Background: an optimization exercise with open tools, aiming at small area and a short achievable clock period. Do not read the settings as production practice. The RTL was checked by simulation tests, not by an equivalence proof against the original design. Power is estimated from default activity; no workload was simulated.

Design execCore, start of the top module:
module execCore (
  input  logic            clk,
  input  logic            reset,
  input  logic            instrValid,
  input  corePkg::wordT   instr,
  input  corePkg::wordT   pc,
  output logic            resultValid,
  output corePkg::regIdxT resultReg,
  output corePkg::wordT   resultData,
  output logic            branchValid,
  output logic            branchTaken,
  output corePkg::wordT   branchTarget
);
Size: about 6800 cells after synthesis, ~140 I/O pins, ~64000 µm² of cells after synthesis.
export LEC_CHECK = 0
export ABC_AREA = 1
export CAP_MARGIN = 20
export CORE_MARGIN = 2
export CORE_UTILIZATION = 55
export SETUP_SLACK_MARGIN = 3.1
export SLEW_MARGIN = 20
export TNS_END_PERCENT = 100
create_clock -name core_clock -period 5.5 [get_ports {clk}]
standard.sh (not shown) runs the stock make flow with config.mk's settings and CLKGATE_MAP_FILE= SYNTH_SCRIPT=/design/flow/synth_recipe.tcl, a recipe that flattens the netlist after the stock synthesis.
==> flow/flow/run.sh <==
#!/bin/bash
# The standard layout (the standard.sh: standard synthesis, floorplan, placement, CTS,
# routing), with two changes to how the layout is made:
#  - clock tree synthesis without dummy loads (capacitance-balancing cells hung on the clock
#    leaves), with larger sink clusters;
#  - the input and output ports buffered with buf_2 rather than the buffer buffer_ports picks.
# Every tool's output is kept in the ORFS logs under orfs/logs and in standard.log here.
set -euo pipefail
export CTS_ARGS="-sink_clustering_enable -repair_clock_nets -dont_use_dummy_load -sink_clustering_size 30 -sink_clustering_max_diameter 60"
export BUFFER_PORTS_ARGS="-buffer_cell sky130_fd_sc_hd__buf_2"
bash standard.sh > standard.log 2>&1
The baseline completed without violations.
Rerun with:
==> flow/run.sh (new file) <==
#!/bin/bash
# synth_recipe.tcl (not shown) runs the flow's synth.tcl, then flattens the netlist and writes it again
# the make line also repeats each setting of config.mk as NAME=value (left out here)
make -C /OpenROAD-flow-scripts/flow DESIGN_CONFIG=/design/flow/config.mk WORK_HOME=/design/flow/orfs CLKGATE_MAP_FILE= SYNTH_SCRIPT=/design/flow/synth_recipe.tcl finish
Settings changed: ABC_AREA 1 to not set, CORE_UTILIZATION 55 to 40, CTS_CLUSTER_DIAMETER set to 60, CTS_CLUSTER_SIZE set to 30, SETUP_SLACK_MARGIN 3.1 to 2.0.
removed: flow/flow/run.sh
removed: flow/standard.sh
Outcome:
- worst setup slack gets worse by 950 ps
- combinational power went down by about 6%
- register-to-register slack gets worse by 950 ps
- non-clock buffer count went down by 101
- sequential power barely changes
Rerun with:
Settings changed: ABC_AREA set to 1, SETUP_SLACK_MARGIN 2.0 to 3.1.
Outcome: Total power rose by 2.1%; final area climbs by 9.3%; wire length climbs by 9.4%; setup slack improves by 900 ps; fmax came out higher by 35%; clock power came out higher by 3.9%; sequential share of layout area is lower by 4.3 points; critical path depth falls by 6.
Rerun with:
==> flow/flow/run.sh (new file) <==
#!/bin/bash
# The standard layout (the standard.sh: standard synthesis, floorplan, placement, CTS,
# routing), with two changes to how the layout is made:
#  - clock tree synthesis without dummy loads (capacitance-balancing cells hung on the clock
#    leaves), with larger sink clusters;
#  - the input and output ports buffered with buf_2 rather than the buffer buffer_ports picks.
# Every tool's output is kept in the ORFS logs under orfs/logs and in standard.log here.
set -euo pipefail
export CTS_ARGS="-sink_clustering_enable -repair_clock_nets -dont_use_dummy_load -sink_clustering_size 30 -sink_clustering_max_diameter 60"
export BUFFER_PORTS_ARGS="-buffer_cell sky130_fd_sc_hd__buf_2"
bash standard.sh > standard.log 2>&1
==> flow/standard.sh (new file) <==
#!/bin/bash
# synth_recipe.tcl (not shown) runs the flow's synth.tcl, then flattens the netlist and writes it again
# the make line also repeats each setting of config.mk as NAME=value (left out here)
make -C /OpenROAD-flow-scripts/flow DESIGN_CONFIG=/design/flow/config.mk WORK_HOME=/design/flow/orfs CLKGATE_MAP_FILE= SYNTH_SCRIPT=/design/flow/synth_recipe.tcl "${@:-finish}"
removed: flow/run.sh
=> The changed run went through all stages and came out clean. Sequential power is about the same. Worst setup slack improved by 71 ps. Design area drops by 3.0%. Die area does not change. Count of clock-buffer cells in the layout drops by 2. Hold slack got worse by 5.4 ps. Wire length drops by 2.6%. Total power drops by 8.3%. Core utilization drops by 1.4 points.

-- re-timing with driven ports --
The results above use ideal ports. As a check the final layouts listed here were re-extracted and re-timed, cells and wires unchanged.
Step 1 sets driving cells, clkbuf_16 on the clock port and buf_2 on the other inputs (assumed; they add their load-dependent delay and slew).
Step 2 adds t to the input delays and takes it off the output delays; t is the mean of the earliest and latest rising clock arrival at the registers after step 1. Input paths then give back, and output paths get back, about the clock's delay inside the block.
a / b / c = ideal ports / drivers / drivers and shift; a / b = the first two.
run | shift t [ns] | setup WS [ns] | worst setup path after step 2 | worst slew at a driven data input, ns
the first run | 0.818 | 2.952 / 2.952 / 2.459 | input to register | 0.07
the second run | 0.851 | 2.003 / 2.003 / 1.756 | input to register | 0.06
the third run | 0.852 | 2.902 / 2.902 / 2.384 | input to register | 0.08
the fourth run | 0.827 | 2.974 / 2.974 / 2.547 | input to register | 0.06
After both steps every run listed still meets setup and hold. For the third run, which loses most, drivers alone change the setup slack by 0.000 ns; drivers and shift together by -0.518 ns.
